Background: an optimization exercise with open tools, aiming at small area and a short achievable clock period. Do not read the settings as production practice. In this exercise RTL edits were held to simulation tests only and were not proved equivalent to the original. Power and IR drop assume default switching activity.

$ cat design/flow/design.v
package multi_rf_renamer_pkg;
  localparam int DEF_NUM_RF      = 2;
  localparam int DEF_ARCH_REGS   = 32;
  localparam int DEF_PHYS_REGS   = 64;
  localparam int DEF_READ_PORTS  = 3;
  localparam int DEF_INUSE_DEPTH = 32;
endpackage
module multi_rf_renamer_free_list (
  input  logic       clk,
  input  logic       rst,
  input  logic       init,        
  input  logic [4:0] init_idx,
  input  logic       push,        
  input  logic       push_keep,   
  input  logic [5:0] push_phys,
  input  logic       pop,
  input  logic       rollback,
  input  logic [5:0] rollback_phys,   
  output logic [5:0] head,
  output logic       empty
);
  logic [5:0] mem [32];
  logic [4:0] rd_nxt;
  logic [4:0] wr_ptr;
  logic [5:0] used;    
  function automatic logic [5:0] mem_rd(input logic [4:0] idx);
    logic [5:0] lv [32];
    for (int i = 0; i < 32; i++) lv[i] = mem[i];
    for (int b = 0; b < 5; b++)
      for (int i = 0; i < (32 >> (b + 1)); i++)
        lv[i] = idx[b] ? lv[2*i + 1] : lv[2*i];
    mem_rd = lv[0];
  endfunction
  logic       we;
  logic [4:0] waddr;
  logic [5:0] wdata;
  assign we    = init | (push & ~push_keep);
  assign waddr = init ? init_idx : wr_ptr;
  assign wdata = init ? {1'b1, init_idx} : push_phys;
  always_ff @(posedge clk) begin
    for (int i = 0; i < 32; i++)
      if (we && waddr == 5'(i)) mem[i] <= wdata;
  end
  always_ff @(posedge clk or negedge rst) begin
    if (!rst) begin
      rd_nxt <= 5'd1;
      wr_ptr <= '0;
      used   <= '0;
    end else begin
      if (push) wr_ptr <= wr_ptr + 1'b1;
      if (pop)           rd_nxt <= rd_nxt + 1'b1;
      else if (rollback) rd_nxt <= rd_nxt - 1'b1;
      used <= used + 6'(pop) - 6'(push) - 6'(rollback);
    end
  end
  always_ff @(posedge clk) begin
    if (init)
      head <= 6'd32;
    else if (pop)
      head <= (push && !push_keep && used == 6'd31) ? push_phys : mem_rd(rd_nxt);
    else if (rollback)
      head <= rollback_phys;
    else if (push && !push_keep && used[5])
      head <= push_phys;
  end
  assign empty = used[5];
endmodule
module multi_rf_renamer (
  input  logic        clk,
  input  logic        rst,
  output logic        init_done,
  input  logic        rename_req,
  input  logic [0:0]  rename_rf,
  input  logic [4:0]  rename_rd,
  output logic        rename_ready,
  output logic [5:0]  rename_phys_rd,
  input  logic [2:0]  rs_rf,
  input  logic [14:0] rs_addr,
  output logic [17:0] rs_phys,
  input  logic        issue_commit,
  input  logic        rollback,
  input  logic        retire_valid,
  input  logic        retire_discard,
  output logic        inuse_full
);
  logic       run;
  logic [4:0] init_cnt;
  always_ff @(posedge clk or negedge rst) begin
    if (!rst) begin
      run      <= 1'b0;
      init_cnt <= '0;
    end else if (!run) begin
      init_cnt <= init_cnt + 1'b1;
      if (init_cnt == 5'd31) run <= 1'b1;
    end
  end
  assign init_done = run;
  logic [5:0] tbl [64];
  function automatic logic [5:0] tbl_rd(input logic [5:0] idx);
    logic [5:0] lv [64];
    lv[0] = '0;
    for (int i = 1; i < 64; i++) lv[i] = tbl[i];
    for (int b = 0; b < 6; b++)
      for (int i = 0; i < (64 >> (b + 1)); i++)
        lv[i] = idx[b] ? lv[2*i + 1] : lv[2*i];
    tbl_rd = lv[0];
  endfunction
  logic       prev_nz;    
  logic       prev_rf;
  logic [4:0] prev_rd;
  logic [5:0] prev_old;
  logic [5:0] prev_new;   
  logic [11:0] iu_mem [32];    
  logic [4:0]  iu_rd_ptr, iu_wr_ptr;
  logic [5:0]  iu_count;
  function automatic logic [11:0] iu_rd(input logic [4:0] idx);
    logic [11:0] lv [32];
    for (int i = 0; i < 32; i++) lv[i] = iu_mem[i];
    for (int b = 0; b < 5; b++)
      for (int i = 0; i < (32 >> (b + 1)); i++)
        lv[i] = idx[b] ? lv[2*i + 1] : lv[2*i];
    iu_rd = lv[0];
  endfunction
  logic        h_rf;                   
  logic [4:0]  h_rd;
  logic [5:0]  h_old;
  assign {h_rf, h_rd, h_old} = iu_rd(iu_rd_ptr);
  assign inuse_full = iu_count[5];
  logic [1:0] fl_push, fl_pop, fl_unpop, fl_empty;
  logic [5:0] fl_head [2];
  logic rename_zero, rename_fire, ren_write;
  logic rollback_fire, retire_fire, discard_fire, iu_push;
  assign rename_zero    = (rename_rd == 5'd0) & ~rename_rf[0];
  assign rename_ready   = run & ~rollback & ~(retire_valid & retire_discard)
                        & (rename_zero | ~fl_empty[rename_rf]);
  assign rename_phys_rd = rename_zero ? 6'd0 : fl_head[rename_rf];
  assign rename_fire    = rename_req & rename_ready;
  assign ren_write      = rename_fire & ~rename_zero;
  assign rollback_fire  = run & rollback & prev_nz;
  assign retire_fire    = run & retire_valid & (iu_count != 6'd0);
  assign discard_fire   = retire_fire & retire_discard;
  assign iu_push        = run & issue_commit & prev_nz & ~inuse_full;
  always_comb begin
    fl_push  = '0;
    fl_pop   = '0;
    fl_unpop = '0;
    fl_push[h_rf]       = retire_fire;
    fl_pop[rename_rf]   = ren_write;
    fl_unpop[prev_rf]   = rollback_fire;
  end
  for (genvar r = 0; r < 2; r++) begin : g_fl
    multi_rf_renamer_free_list u_fl (
      .clk       (clk),
      .rst       (rst),
      .init      (~run),
      .init_idx  (init_cnt),
      .push      (fl_push[r]),
      .push_keep (retire_discard),
      .push_phys (h_old),
      .pop       (fl_pop[r]),
      .rollback  (fl_unpop[r]),
      .rollback_phys (prev_new),
      .head      (fl_head[r]),
      .empty     (fl_empty[r])
    );
  end
  logic       tw_en;
  logic       tw_rf;
  logic [4:0] tw_rd;
  logic [5:0] tw_data;
  always_comb begin
    tw_en   = ren_write;
    tw_rf   = rename_rf;
    tw_rd   = rename_rd;
    tw_data = rename_phys_rd;
    if (rollback_fire) begin
      tw_en   = 1'b1;
      tw_rf   = prev_rf;
      tw_rd   = prev_rd;
      tw_data = prev_old;
    end else if (discard_fire) begin
      tw_en   = 1'b1;
      tw_rf   = h_rf;
      tw_rd   = h_rd;
      tw_data = h_old;
    end
    if (!run) begin
      tw_rd   = init_cnt;
      tw_data = {1'b0, init_cnt};
    end
  end
  always_ff @(posedge clk) begin
    for (int i = 1; i < 64; i++)
      if (tw_rd == 5'(i) && (!run || (tw_en && tw_rf == (i >= 32)))) tbl[i] <= tw_data;
  end
  always_comb begin
    for (int p = 0; p < 3; p++)
      rs_phys[6*p +: 6] = tbl_rd({rs_rf[p], rs_addr[5*p +: 5]});
  end
  always_ff @(posedge clk or negedge rst) begin
    if (!rst)             prev_nz <= 1'b0;
    else if (rename_fire) prev_nz <= ~rename_zero;
  end
  always_ff @(posedge clk) begin
    if (rename_fire) begin
      prev_rf  <= rename_rf;
      prev_rd  <= rename_rd;
      prev_old <= tbl_rd({rename_rf, rename_rd});
      prev_new <= rename_phys_rd;
    end
  end
  always_ff @(posedge clk) begin
    for (int i = 0; i < 32; i++)
      if (iu_push && iu_wr_ptr == 5'(i)) iu_mem[i] <= {prev_rf, prev_rd, prev_old};
  end
  always_ff @(posedge clk or negedge rst) begin
    if (!rst) begin
      iu_rd_ptr <= '0;
      iu_wr_ptr <= '0;
      iu_count  <= '0;
    end else begin
      if (iu_push)     iu_wr_ptr <= iu_wr_ptr + 1'b1;
      if (retire_fire) iu_rd_ptr <= iu_rd_ptr + 1'b1;
      iu_count <= iu_count + 6'(iu_push) - 6'(retire_fire);
    end
  end
endmodule
$ cat design/flow/run.sh
#!/bin/bash
# synth_recipe.tcl (not shown) runs the flow's synth.tcl, then flattens the netlist and writes it again
# the make line also repeats each setting of config.mk as NAME=value (left out here)
make -C /OpenROAD-flow-scripts/flow DESIGN_CONFIG=/design/flow/config.mk WORK_HOME=/design/flow/orfs CLKGATE_MAP_FILE= SYNTH_SCRIPT=/design/flow/synth_recipe.tcl finish
$ cat design/flow/config.mk
export PLATFORM = sky130hd
export DESIGN_NAME = multi_rf_renamer
export DESIGN_NICKNAME = multi_rf_renamer
export VERILOG_FILES = /design/flow/design.v
export SDC_FILE = /design/flow/constraint.sdc
export NUM_CORES = 4
export LEC_CHECK = 0
export CAP_MARGIN = 20
export CORE_MARGIN = 2
export CORE_UTILIZATION = 55
export SETUP_SLACK_MARGIN = 1.6
export SLEW_MARGIN = 20
$ cat design/flow/constraint.sdc
create_clock -name core_clock -period 5.2 [get_ports {clk}]
set_input_delay 1.0400 -clock core_clock [delete_from_list [all_inputs] [get_ports {clk}]]
set_output_delay 1.0400 -clock core_clock [all_outputs]
set_load 0.01 [all_outputs]
==> out/metrics.sh, run 1 <==
MAX-CAP-VIOLATIONS=0
HOLD_PATH.CLASS='input port to async pin'
SYNTHESIS_TO_LAYOUT_AREA_GROWTH_PCT=21.4
DP_WORST_SETUP_SLACK_PS=219
INTERNAL-POWER_mW=23.3
ROUTED_VIA_DENSITY=7.02
POWER-PER-CELL-AREA_nW_PER_UM2=487
DP_HPWL_UM=110000
TRACK_USAGE=0.324
LEAKAGEPOWER_nW=23.7
WL_PER_CELL_UM=35.3
CELL_COUNT_AFTER_SYNTHESIS=3063
TIMING.SLEW.HEADROOM=0.311
IO_BUFFERS=57
SYNTH_ENABLE_FLOP_CELLS=1164
FIRST_GLOBAL_VIAS=34800
CTSLONGESTPATHBUFFERS=3
SLEW_VIOL_FINAL=0
R2R_CELLS=16
DRT_PASS1_ITERATIONS=7
ASYNCSETRESETFLOPFRACSYNTH=0.0447
GRT_FIRST_PASS_WIRELENGTH_UM=249000
NUMCLOCKSINKS=1231
CRITICAL_PATH.REG2REG.ENDPOINT='tbl[49][2]$_DFFE_PP_'
FMAX_GHz=0.232
CRIT_ARRIVAL_PS=3280
STATUS='finished clean'
VIA_COUNT_OF_THE_ROUTED_DESIGN=35000
CLOCK_LATENCY_PS=760
CRITICAL_PATH.STARTPOINT_TYPE='input port'
REG2REG_FROM='iu_rd_ptr[0]$_DFFE_PN0N_'
LARGEST_NET_DEGREE_AT_THE_START_OF_GLOBAL_ROUTING=100
SEQUENTIAL_CELL_AREA_FRACTION_IN_THE_YOSYS_REPORT=0.622
FLOORPLAN.DIE.HEIGHT_UM=331
HOLD_WS_PS=466
NUMBER_OF_SETUP_VIOLATIONS_IN_THE_FINAL_REPORT=0
LAYOUT-DRIVE-GT1-SHARE=0.446
NETSWITCHINGPOWER_mW=11.4
WORST_MAX_SLEW_PIN_SLEW_PS=1030
PWR-SHARE-COMB=0.344
FIN_UTIL=0.675
SYNTH-MAIN-FF-CELL='sky130_fd_sc_hd__edfxtp_1'
IRDROPWORSTVDD_uV=454
SETUP_SLACK_PS=883
FINAL_HOLD_VIOL_COUNT=0
FINAL-INSTANCE-COUNT-EXCL-FILL=4981
RSZ0062_AT_GRT='yes'
POST_SYNTH_TOP_AREA_CELL='sky130_fd_sc_hd__edfxtp_1'
CRITICAL_PATH.MAX_FANOUT=6
FILLCELLCOUNT=6771
PLACE.GP.CONGESTION=0.889
CRITICAL_PATH.ENDPOINT='rs_phys[9]'
DRT_WL_TOTAL_UM=176000
SYN_AREA_PER_CELL_SQ_UM=19.2
CRITPATHKIND='input port to primary output'
DIEAREA_SQ_UM=109000
H-TREE-DEPTH=4
CTS_ROOT_BUFFER='sky130_fd_sc_hd__clkbuf_16'
ANTENNA_FOUND_INITIAL=8
SYNTH_CELL_TYPES=85
LAYOUT_WORST_PATH_CYCLE_SHARE=0.830
CRITPATHLAUNCH='rs_addr[5]'
POWER.SHARE.CLOCK=0.265
POST_SYNTH_INSTANCE_AREA_SQ_UM=58800
YOSYSTOPAREACELLSHARE=0.595
CTS_TREE='built'
SYN-NUM-NETS=3142
OVERFLOW=0
WORST_REG2REG_SETUP_SLACK_PS=1300
CRITICAL_PATH.ENDPOINT_TYPE='primary output'
INITIAL_CORE_UTIL=0.557
ANTENNA_VIOL_NETS_FINAL=0
ROW_COUNT=119
CORE_REGION_AREA_SQ_UM=106000
LAYOUT.NETS=3564
PLACE.DETAILED.INSTANCES=4537
YOSYS_WARNINGS=19
CRITICAL_PATH_REQUIRED_PS=4160
SHARE_SEQ_OF_TOTAL_POWER=0.391
CLOCK_SKEW_PS=31.7
POST_SYNTH_MAIN_AREA_CONTRIBUTORS='sky130_fd_sc_hd__edfxtp_1, sky130_fd_sc_hd__mux4_2, sky130_fd_sc_hd__dfrtp_1'
MIN_PERIOD_PS=4320
REMAINING_DRC_ERRORS=0
CTS_HOLD_BUF=0
YOSYS_REGISTER_BITS=1231
TOTALNEGATIVESETUPSLACK_PS=0
CLK_PIN_SLEW_WORST_PATHS_PS=60
CTS_BUFFERS=131
P_SW_FRAC=0.329
FIRST_DRT_ITERATION_DRCS=4572
DIE_X_UM=331
NUMBER_OF_I_O_PINS=58
[kinds of logic after synthesis]
kind of cell	after synthesis	share of synthesized area
AO/OA/AOI/OAI	255	0.0328
adder cells (fa/ha/maj)	48	0.0111
AND/OR/NAND/NOR	460	0.0374
buffers and inverters	271	0.0203
XOR/XNOR	36	0.00537
multiplexers	762	0.271
flip-flops	1231	0.622
[worst max-delay path, stage by stage]
cell	delay, ps
sky130_fd_sc_hd__buf_16	130
sky130_fd_sc_hd__buf_8	140
sky130_fd_sc_hd__buf_16	130
sky130_fd_sc_hd__mux4_2	520
sky130_fd_sc_hd__mux4_2	570
sky130_fd_sc_hd__mux4_2	570
sky130_fd_sc_hd__buf_6	150
[what timing repair did]
action,CTS,global route
endpoints found under the setup margin,1236,766
resized for setup,396,278
cloned,17,6
pin swaps,62,70
buffers inserted,136,43
[layout by cell type (no fill, tap or decap), types with 22 or more instances in the layout]
master and count:
sky130_fd_sc_hd__a21oi_1 28, sky130_fd_sc_hd__a22o_1 25, sky130_fd_sc_hd__buf_12 50, sky130_fd_sc_hd__buf_16 23, sky130_fd_sc_hd__buf_4 191, sky130_fd_sc_hd__buf_6 146
sky130_fd_sc_hd__buf_8 52, sky130_fd_sc_hd__clkbuf_1 22, sky130_fd_sc_hd__clkbuf_16 139, sky130_fd_sc_hd__clkinv_1 24, sky130_fd_sc_hd__clkinv_2 25, sky130_fd_sc_hd__dfrtp_1 45
sky130_fd_sc_hd__edfxtp_1 1164, sky130_fd_sc_hd__ha_1 34, sky130_fd_sc_hd__inv_1 47, sky130_fd_sc_hd__mux2_2 45, sky130_fd_sc_hd__mux2i_1 59, sky130_fd_sc_hd__mux4_2 648
sky130_fd_sc_hd__nand2_1 83, sky130_fd_sc_hd__nand2b_1 28, sky130_fd_sc_hd__nor2_1 114, sky130_fd_sc_hd__nor2_2 24, sky130_fd_sc_hd__nor2_4 62, sky130_fd_sc_hd__nor2b_1 28
sky130_fd_sc_hd__o21ai_0 36, sky130_fd_sc_hd__xnor2_1 29
[synthesized netlist by cell type (10+ instances only)]
cell / count
sky130_fd_sc_hd__xnor2_1: 29
sky130_fd_sc_hd__nand4_1: 10
sky130_fd_sc_hd__inv_1: 57
sky130_fd_sc_hd__a211oi_1: 15
sky130_fd_sc_hd__mux2_2: 47
sky130_fd_sc_hd__nor4b_1: 12
sky130_fd_sc_hd__mux2i_1: 62
sky130_fd_sc_hd__a22o_1: 27
sky130_fd_sc_hd__nor2b_1: 30
sky130_fd_sc_hd__nor4_1: 12
sky130_fd_sc_hd__edfxtp_1: 1164
sky130_fd_sc_hd__buf_2: 34
sky130_fd_sc_hd__dfxtp_1: 12
sky130_fd_sc_hd__ha_1: 41
sky130_fd_sc_hd__mux4_2: 642
sky130_fd_sc_hd__nor2_1: 200
sky130_fd_sc_hd__a31oi_1: 11
sky130_fd_sc_hd__o221ai_1: 11
sky130_fd_sc_hd__clkbuf_1: 103
sky130_fd_sc_hd__nand3_1: 14
sky130_fd_sc_hd__nand2_1: 95
sky130_fd_sc_hd__a22oi_1: 13
sky130_fd_sc_hd__a21o_1: 13
sky130_fd_sc_hd__a21oi_1: 34
sky130_fd_sc_hd__dfrtp_1: 53
sky130_fd_sc_hd__o22ai_1: 12
sky130_fd_sc_hd__and3_1: 11
sky130_fd_sc_hd__o21ai_0: 38
sky130_fd_sc_hd__mux4_1: 11
sky130_fd_sc_hd__nand2b_1: 30
sky130_fd_sc_hd__buf_1: 59
[stage by stage]
stage          total power [mW]  cell area, sq um
3_5_place_dp               23.5             62500
6_report                   34.7             71300
3_3_place_gp               23.2             62500
2_1_floorplan              19.8             59500
5_1_grt                    35.9             71300
4_1_cts                    34.0             69600
[per-layer routing]
metal / global-route usage / vias to the layer above / share of wire
met2: 0.502 / 2088 / 0.47
met3: 0.0683 / 425 / 0.096
met5: 0 / - / 0.00022
met1: 0.455 / 18500 / 0.38
li1: - / 13900 / -
met4: 0.134 / 6 / 0.046
[state kept, by name, indices dropped and copies added, names as in the netlist]
name / flops
run: 1
tbl: 378
prev_nz: 1
g_fl.u_fl.head: 12
g_fl.u_fl.mem: 384
prev_old: 6
iu_wr_ptr: 5
prev_new: 6
g_fl.u_fl.wr_ptr: 10
g_fl.u_fl.used: 12
prev_rd: 5
iu_rd_ptr: 5
iu_count: 6
init_cnt: 5
g_fl.u_fl.rd_nxt: 10
prev_rf: 1
iu_mem: 384
[worst min path at each step]
stage	endpoint	slack (ps)	cells past startpoint
after global routing	iu_rd_ptr[2]$_DFFE_PN0N_	500	2
after detailed placement	g_fl[0].u_fl.wr_ptr[4]$_DFFE_PN0P_	490	1
after floorplan	g_fl[1].u_fl.wr_ptr[4]$_DFFE_PN0P_	470	1
after global placement	g_fl[1].u_fl.head[2]$_SDFFE_PN0P_	490	2
after CTS	iu_rd_ptr[2]$_DFFE_PN0N_	460	2
final	iu_count[3]$_DFF_PN0_	470	2
[power groups by stage]
stage	Sequential (mW)	Clock [mW]	Combinational, mW
2_1_floorplan	13.4	0	6.37
3_3_place_gp	13.8	0	9.37
3_5_place_dp	13.9	0	9.61
4_1_cts	13.6	9.33	11.1
5_1_grt	13.6	9.71	12.6
6_report	13.6	9.20	11.9
[cell type report]
cell class,count,area (sq um),area share
Clock inverter,76,696,0.00976
Sequential cell,1231,36600,0.513
Antenna cell,3,7.51,0.000105
Inverter,57,223,0.00312
Tap cell,1391,1740,0.0244
Clock buffer,159,3490,0.0489
Timing Repair Buffer,501,6090,0.0854
Multi-Input combinational cell,1563,22500,0.315
==> run 2, diff against run 1 <==
--- a/design/flow/design.v
+++ b/design/flow/design.v
@@ -98,11 +98,15 @@
   logic [5:0] tbl [64];
   function automatic logic [5:0] tbl_rd(input logic [5:0] idx);
-    logic [5:0] lv [64];
-    lv[0] = '0;
-    for (int i = 1; i < 64; i++) lv[i] = tbl[i];
-    for (int b = 0; b < 6; b++)
-      for (int i = 0; i < (64 >> (b + 1)); i++)
-        lv[i] = idx[b] ? lv[2*i + 1] : lv[2*i];
-    tbl_rd = lv[0];
+    logic [5:0]  lv [2];
+    logic [31:0] sel;
+    sel    = 32'(1) << idx[5:1];
+    tbl_rd = '0;
+    for (int g = 0; g < 32; g++) begin
+      for (int k = 0; k < 2; k++) lv[k] = (g == 0 && k == 0) ? 6'd0 : tbl[2*g + k];
+      for (int b = 0; b < 1; b++)
+        for (int k = 0; k < (2 >> (b + 1)); k++)
+          lv[k] = idx[b] ? lv[2*k + 1] : lv[2*k];
+      tbl_rd = tbl_rd | ({6{sel[g]}} & lv[0]);
+    end
   endfunction
   logic       prev_nz;    
--- a/design/flow/config.mk
+++ b/design/flow/config.mk
@@ -9,4 +9,5 @@
 export CORE_MARGIN = 2
 export CORE_UTILIZATION = 55
-export SETUP_SLACK_MARGIN = 1.6
+export CTS_BUF_LIST = sky130_fd_sc_hd__clkbuf_4 sky130_fd_sc_hd__clkbuf_8
+export SETUP_SLACK_MARGIN = 2.0
 export SLEW_MARGIN = 20
==> out/metrics.sh, run 2 <==
POST_DP_CELL_AREA_SQ_UM=63000
YOSYS_WARNINGS=19
CTS_ROOT_BUFFER='sky130_fd_sc_hd__clkbuf_8'
NUMBER_OF_I_O_PINS=58
DP_WORST_SETUP_SLACK_PS=-257
OVERFLOW=59
POST_SYNTH_INSTANCE_AREA_SQ_UM=56600
YOSYS_REGISTER_BITS=1231
SEQUENTIAL_CELL_AREA_FRACTION_IN_THE_YOSYS_REPORT=0.646
SYNTH_ENABLE_FLOP_CELLS=1164
SYN_AREA_PER_CELL_SQ_UM=14.3
SYN-NUM-NETS=4050
H-TREE-DEPTH=4
INITIAL_CORE_UTIL=0.556
TRACK_USAGE=0.710
CTS_BUFFERS=196
CTSLONGESTPATHBUFFERS=3
NUMCLOCKSINKS=1231
STATUS='stopped before the end'
FLOW.STOPPED_AT='5_1_grt'
CELL_COUNT_AFTER_SYNTHESIS=3971
FIRSTERROR='[ERROR GRT-0232] Routing congestion too high. Check the congestion heatmap in the GUI.'
DIE_X_UM=325
YOSYSTOPAREACELLSHARE=0.617
IO_BUFFERS=57
ASYNCSETRESETFLOPFRACSYNTH=0.0447
ROW_COUNT=117
POST_SYNTH_TOP_AREA_CELL='sky130_fd_sc_hd__edfxtp_1'
PLACE.GP.CONGESTION=1.32
POST_SYNTH_MAIN_AREA_CONTRIBUTORS='sky130_fd_sc_hd__edfxtp_1, sky130_fd_sc_hd__a22oi_1, sky130_fd_sc_hd__mux4_2'
SYNTH_MOST_COMMON_CELL='sky130_fd_sc_hd__edfxtp_1'
DP_HPWL_UM=212000
SYNTH_CELL_TYPES=94
LARGEST_NET_DEGREE_AT_THE_START_OF_GLOBAL_ROUTING=73
FLOORPLAN.DIE.HEIGHT_UM=325
SYNTH-MAIN-FF-CELL='sky130_fd_sc_hd__edfxtp_1'
POST_SYNTH_MOST_FREQUENT_CELLS='sky130_fd_sc_hd__edfxtp_1, sky130_fd_sc_hd__a22oi_1, sky130_fd_sc_hd__nand2_1'
[run 2: changes by cell type after synthesis, moves of 77 or more]
cell                       change
sky130_fd_sc_hd__a22oi_1     +449
sky130_fd_sc_hd__nand4_1      +79
sky130_fd_sc_hd__nand2_1     +230
sky130_fd_sc_hd__mux4_2      -494
sky130_fd_sc_hd__clkbuf_1     +77
sky130_fd_sc_hd__nand3_1      +96
sky130_fd_sc_hd__a222oi_1     +91
[run 2: through the flow]
step	hold WS [ps]	TNS (ps)	cells
after floorplan	447	0	3971
after global placement	466	-1230	5669
after detailed placement	509	-1110	5669
after CTS	275	0	6228
[run 2: power groups by stage]
stage / Clock (mW) / Sequential (mW) / Combinational [mW]
3_5_place_dp: 0 / 14.2 / 9.18
2_1_floorplan: 0 / 13.4 / 6.01
3_3_place_gp: 0 / 14.1 / 8.41
4_1_cts: 8.87 / 13.9 / 10.8
[run 2: timing repair]
action / in CTS
pin swaps: 153
gates resized for setup: 632
setup endpoints to repair: 1699
buffers inserted: 185
cloned: 6
hold buffers: 0
[run 2: cell families after synthesis]
group,share of synthesized area
and+or+nand+nor,0.0897
AOI/OAI and AO/OA,0.128
adders and majority gates,0.0115
muxes,0.0964
xor gates and xnor gates,0.00557
buffers and inverters,0.0234
DFF,0.646
[run 2: worst min path at each step]
| stage | from | end | slack, ps | cells past startpoint |
|---|---|---|---|---|
| after floorplan | g_fl[1].u_fl.head[3]$_SDFFE_PN0P_ | g_fl[1].u_fl.head[3]$_SDFFE_PN0P_ | 450 | 2 |
| after global placement | g_fl[1].u_fl.head[3]$_SDFFE_PN0P_ | g_fl[1].u_fl.head[3]$_SDFFE_PN0P_ | 470 | 2 |
| after detailed placement | g_fl[0].u_fl.wr_ptr[4]$_DFFE_PN0P_ | g_fl[0].u_fl.wr_ptr[4]$_DFFE_PN0P_ | 510 | 1 |
| after CTS | rst | iu_wr_ptr[2]$_DFFE_PN0P_ | 270 | 2 |
[run 2: per-layer routing]
metal	GRT overflow	global-route usage
met5	2	0.367
met2	27	0.848
met3	1	0.575
met1	1	0.748
met4	28	0.623
==> run 3, diff against run 2 <==
--- a/design/flow/design.v
+++ b/design/flow/design.v
@@ -98,14 +98,13 @@
   logic [5:0] tbl [64];
   function automatic logic [5:0] tbl_rd(input logic [5:0] idx);
-    logic [5:0]  lv [2];
-    logic [31:0] sel;
-    sel    = 32'(1) << idx[5:1];
+    logic [5:0]  q [4];
+    logic [5:0]  grp;
+    logic [15:0] sel;
+    sel    = 16'(1) << idx[5:2];
     tbl_rd = '0;
-    for (int g = 0; g < 32; g++) begin
-      for (int k = 0; k < 2; k++) lv[k] = (g == 0 && k == 0) ? 6'd0 : tbl[2*g + k];
-      for (int b = 0; b < 1; b++)
-        for (int k = 0; k < (2 >> (b + 1)); k++)
-          lv[k] = idx[b] ? lv[2*k + 1] : lv[2*k];
-      tbl_rd = tbl_rd | ({6{sel[g]}} & lv[0]);
+    for (int g = 0; g < 16; g++) begin
+      for (int k = 0; k < 4; k++) q[k] = (g == 0 && k == 0) ? 6'd0 : tbl[4*g + k];
+      grp = idx[1] ? (idx[0] ? q[3] : q[2]) : (idx[0] ? q[1] : q[0]);
+      tbl_rd = tbl_rd | ({6{sel[g]}} & grp);
     end
   endfunction
==> out/metrics.sh, run 3 <==
STATUS='finished clean'
LEAKAGEPOWER_nW=25.8
POST_SYNTH_TOP_AREA_CELL='sky130_fd_sc_hd__edfxtp_1'
PLACE.GP.CONGESTION=1.06
SYN-NUM-NETS=3657
POWER-PER-CELL-AREA_nW_PER_UM2=516
DRT_PASS1_ITERATIONS=8
CLOCK_LATENCY_PS=930
BIGGESTREGSBYFLOPS='g_fl.u_fl.mem: 384 flops, iu_mem: 384 flops, tbl: 378 flops'
CELL_COUNT_AFTER_SYNTHESIS=3578
LAYOUT.NETS=4330
FINAL_HOLD_VIOL_COUNT=0
CTS_HOLD_BUF=0
CRITICAL_PATH_REQUIRED_PS=4160
FINALPOWER_mW=39.0
SLEW_VIOL_FINAL=0
ANTENNA_VIOL_NETS_FINAL=0
CLOCK_SKEW_PS=77.2
ROUTED_VIA_DENSITY=7.41
SETUP_SLACK_PS=950
SYN_AREA_PER_CELL_SQ_UM=16.7
FIRST_DRT_ITERATION_DRCS=7668
TRACK_USAGE=0.404
MIN_PERIOD_PS=4250
VIA_COUNT_OF_THE_ROUTED_DESIGN=43200
CTS_TREE='built'
PLACE.DETAILED.INSTANCES=5072
FINAL-INSTANCE-COUNT-EXCL-FILL=5825
CLK_PIN_SLEW_WORST_PATHS_PS=60
WORST_REG2REG_SETUP_SLACK_PS=1360
CTS_BUFFERS=192
CRITICAL_PATH.STARTPOINT_TYPE='input port'
MOSTFREQUENTLAYOUTCELLS='sky130_fd_sc_hd__edfxtp_1, sky130_fd_sc_hd__mux4_2, sky130_fd_sc_hd__buf_4'
YOSYSTOPAREACELLSHARE=0.587
WL_PER_CELL_UM=41.8
DP_WORST_SETUP_SLACK_PS=-55.4
ASYNCSETRESETFLOPFRACSYNTH=0.0447
TIMING.SLEW.HEADROOM=0.132
POST_SYNTH_MOST_FREQUENT_CELLS='sky130_fd_sc_hd__edfxtp_1, sky130_fd_sc_hd__mux4_2, sky130_fd_sc_hd__nor2_1'
YOSYS_REGISTER_BITS=1231
ANTENNA_FOUND_INITIAL=18
POST_SYNTH_INSTANCE_AREA_SQ_UM=59600
CTSLONGESTPATHBUFFERS=3
SYNTH_ENABLE_FLOP_CELLS=1164
HOLD_PATH.CLASS='input port to async pin'
NUMBER_OF_SETUP_VIOLATIONS_IN_THE_FINAL_REPORT=0
R2R_CELLS=17
ROW_COUNT=120
LAYOUT_COMMONEST_CELL='sky130_fd_sc_hd__edfxtp_1'
OVERFLOW=0
MAX-CAP-VIOLATIONS=0
CRITICAL_PATH.MAX_FANOUT=7
FILLCELLCOUNT=6577
DIE_X_UM=333
CRITICAL_PATH.ENDPOINT_TYPE='primary output'
WORST_MAX_SLEW_PIN_SLEW_PS=1300
DP_HPWL_UM=157000
RSZ0062_AT_GRT='yes'
REG2REG_FROM='iu_rd_ptr[1]$_DFFE_PN0N_'
CRIT_ARRIVAL_PS=3210
CRITPATHKIND='input port to primary output'
FLOORPLAN.DIE.HEIGHT_UM=333
LARGEST_NET_DEGREE_AT_THE_START_OF_GLOBAL_ROUTING=65
DRT_WL_TOTAL_UM=243000
FMAX_GHz=0.235
CORE_REGION_AREA_SQ_UM=107000
SYNTHESIS_TO_LAYOUT_AREA_GROWTH_PCT=26.9
SEQUENTIAL_CELL_AREA_FRACTION_IN_THE_YOSYS_REPORT=0.614
NUMBER_OF_I_O_PINS=58
POST_SYNTH_MAIN_AREA_CONTRIBUTORS='sky130_fd_sc_hd__edfxtp_1, sky130_fd_sc_hd__mux4_2, sky130_fd_sc_hd__mux2i_1'
YOSYS_WARNINGS=19
H-TREE-DEPTH=4
GRT_FIRST_PASS_WIRELENGTH_UM=310000
CTS_ROOT_BUFFER='sky130_fd_sc_hd__clkbuf_8'
LAYOUT_WORST_PATH_CYCLE_SHARE=0.817
NUMCLOCKSINKS=1231
SYNTH-MAIN-FF-CELL='sky130_fd_sc_hd__edfxtp_1'
DIEAREA_SQ_UM=111000
FIN_UTIL=0.705
CRITICAL_PATH.REG2REG.ENDPOINT='g_fl[0].u_fl.used[5]$_DFF_PN0_'
INITIAL_CORE_UTIL=0.556
SYNTH_CELL_TYPES=88
IRDROPWORSTVDD_uV=525
REMAINING_DRC_ERRORS=0
IO_BUFFERS=57
LAYOUT-DRIVE-GT1-SHARE=0.449
SYNTH_MOST_COMMON_CELL='sky130_fd_sc_hd__edfxtp_1'
FIRST_GLOBAL_VIAS=39500
[run 3: cell count changes after synthesis, moves of 49 or more]
| cell | previous run | this run |
|---|---|---|
| sky130_fd_sc_hd__clkbuf_1 | 180 | 131 |
| sky130_fd_sc_hd__a22oi_1 | 462 | 54 |
| sky130_fd_sc_hd__mux4_2 | 148 | 510 |
| sky130_fd_sc_hd__nand4_1 | 89 | 16 |
| sky130_fd_sc_hd__nand2_1 | 325 | 184 |
| sky130_fd_sc_hd__a222oi_1 | 91 | 6 |
[run 3: logic make-up after synthesis]
logic type	share of synthesized area
DFF	0.614
muxes	0.227
and+or+nand+nor	0.0556
AOI/OAI and AO/OA	0.0651
buffers and inverters	0.0220
adders and majority gates	0.0110
xor gates and xnor gates	0.00529
[run 3: metal layers]
layer / vias to the layer above / wire length (um) / track usage / share of wire
met4: 22 / 19100 / 0.230 / 0.078
met5: - / 179 / 0 / 0.00074
li1: 16300 / - / - / -
met2: 3956 / 106000 / 0.596 / 0.44
met1: 22000 / 83200 / 0.551 / 0.34
met3: 835 / 34800 / 0.106 / 0.14
[run 3: stage by stage]
| stage | area, sq um | setup TNS, ps | hold slack [ps] |
|---|---|---|---|
| after floorplan | 61100 | 0 | 446 |
| after global routing | 75600 | 0 | 353 |
| after detailed placement | 64000 | -55.4 | 471 |
| after global placement | 64000 | -87.3 | 468 |
| final | 75600 | 0 | 330 |
| after CTS | 71100 | 0 | 288 |
[run 3: worst max-delay path, cell delays in order]
cell,delay [ps]
sky130_fd_sc_hd__buf_16,140
sky130_fd_sc_hd__buf_12,150
sky130_fd_sc_hd__mux4_2,580
sky130_fd_sc_hd__mux2i_4,350
sky130_fd_sc_hd__nor2_1,100
sky130_fd_sc_hd__nor2_1,180
sky130_fd_sc_hd__a21oi_1,80
sky130_fd_sc_hd__a31oi_1,180
sky130_fd_sc_hd__buf_4,140
sky130_fd_sc_hd__o211ai_1,90
sky130_fd_sc_hd__buf_2,160
[run 3: final cells by class]
class / count / area, sq um / area share
Clock buffer: 245 / 3060 / 0.0404
Timing Repair Buffer: 723 / 8590 / 0.114
Inverter: 66 / 272 / 0.00359
Antenna cell: 9 / 22.5 / 0.000298
Clock inverter: 111 / 886 / 0.0117
Multi-Input combinational cell: 2037 / 24500 / 0.323
Tap cell: 1403 / 1760 / 0.0232
Sequential cell: 1231 / 36600 / 0.484
[run 3: worst max path at each step]
stage | slack, ps | to | cells past startpoint | from
after floorplan | 1270 | g_fl[0].u_fl.used[5]$_DFF_PN0_ | 14 | rename_rd[2]
after global placement | -90 | rs_phys[11] | 9 | rs_addr[7]
after detailed placement | -60 | rs_phys[11] | 9 | rs_addr[7]
after CTS | 900 | rs_phys[8] | 6 | tbl[10][2]$_DFFE_PP_
after global routing | 940 | rs_phys[14] | 8 | tbl[63][2]$_DFFE_PP_
final | 950 | rs_phys[16] | 11 | rs_addr[10]
[run 3: where the power goes]
group	switching [mW]	internal [mW]
Combinational	9.70	7.17
Sequential	0.647	13.0
Clock	4.05	4.45
[run 3: timing repair]
item	in CTS	in global routing
endpoints found under the setup margin	1577	1576
cloned	14	57
pin swaps	73	145
resized for setup	423	478
buffers inserted	177	136

## static timing again, ports no longer ideal
Ports are ideal in the flow. The routed layouts listed here were re-timed in OpenROAD. Step 1 assumes that a clkbuf_16 drives the clock port and a buf_2 every other input. Step 2 also shifts input and output timing later by t, the mid clock arrival at the registers, as if the neighbouring blocks saw the same clock. Three values: no drivers, after step 1, after step 2; two values: the first two.
run	t (ns)	setup slack, ns	slew at the worst register clock pin (ns)	worst slew at a driven data input, ns
run 1	0.816	0.883 / 0.651 / 0.651	0.07 / 0.07	0.31
run 3	0.958	0.950 / 0.703 / 0.557	0.08 / 0.08	0.30
After both steps every run listed still meets setup and hold. For run 3, which loses most, drivers alone change the setup slack by -0.247 ns; drivers and shift together by -0.393 ns.
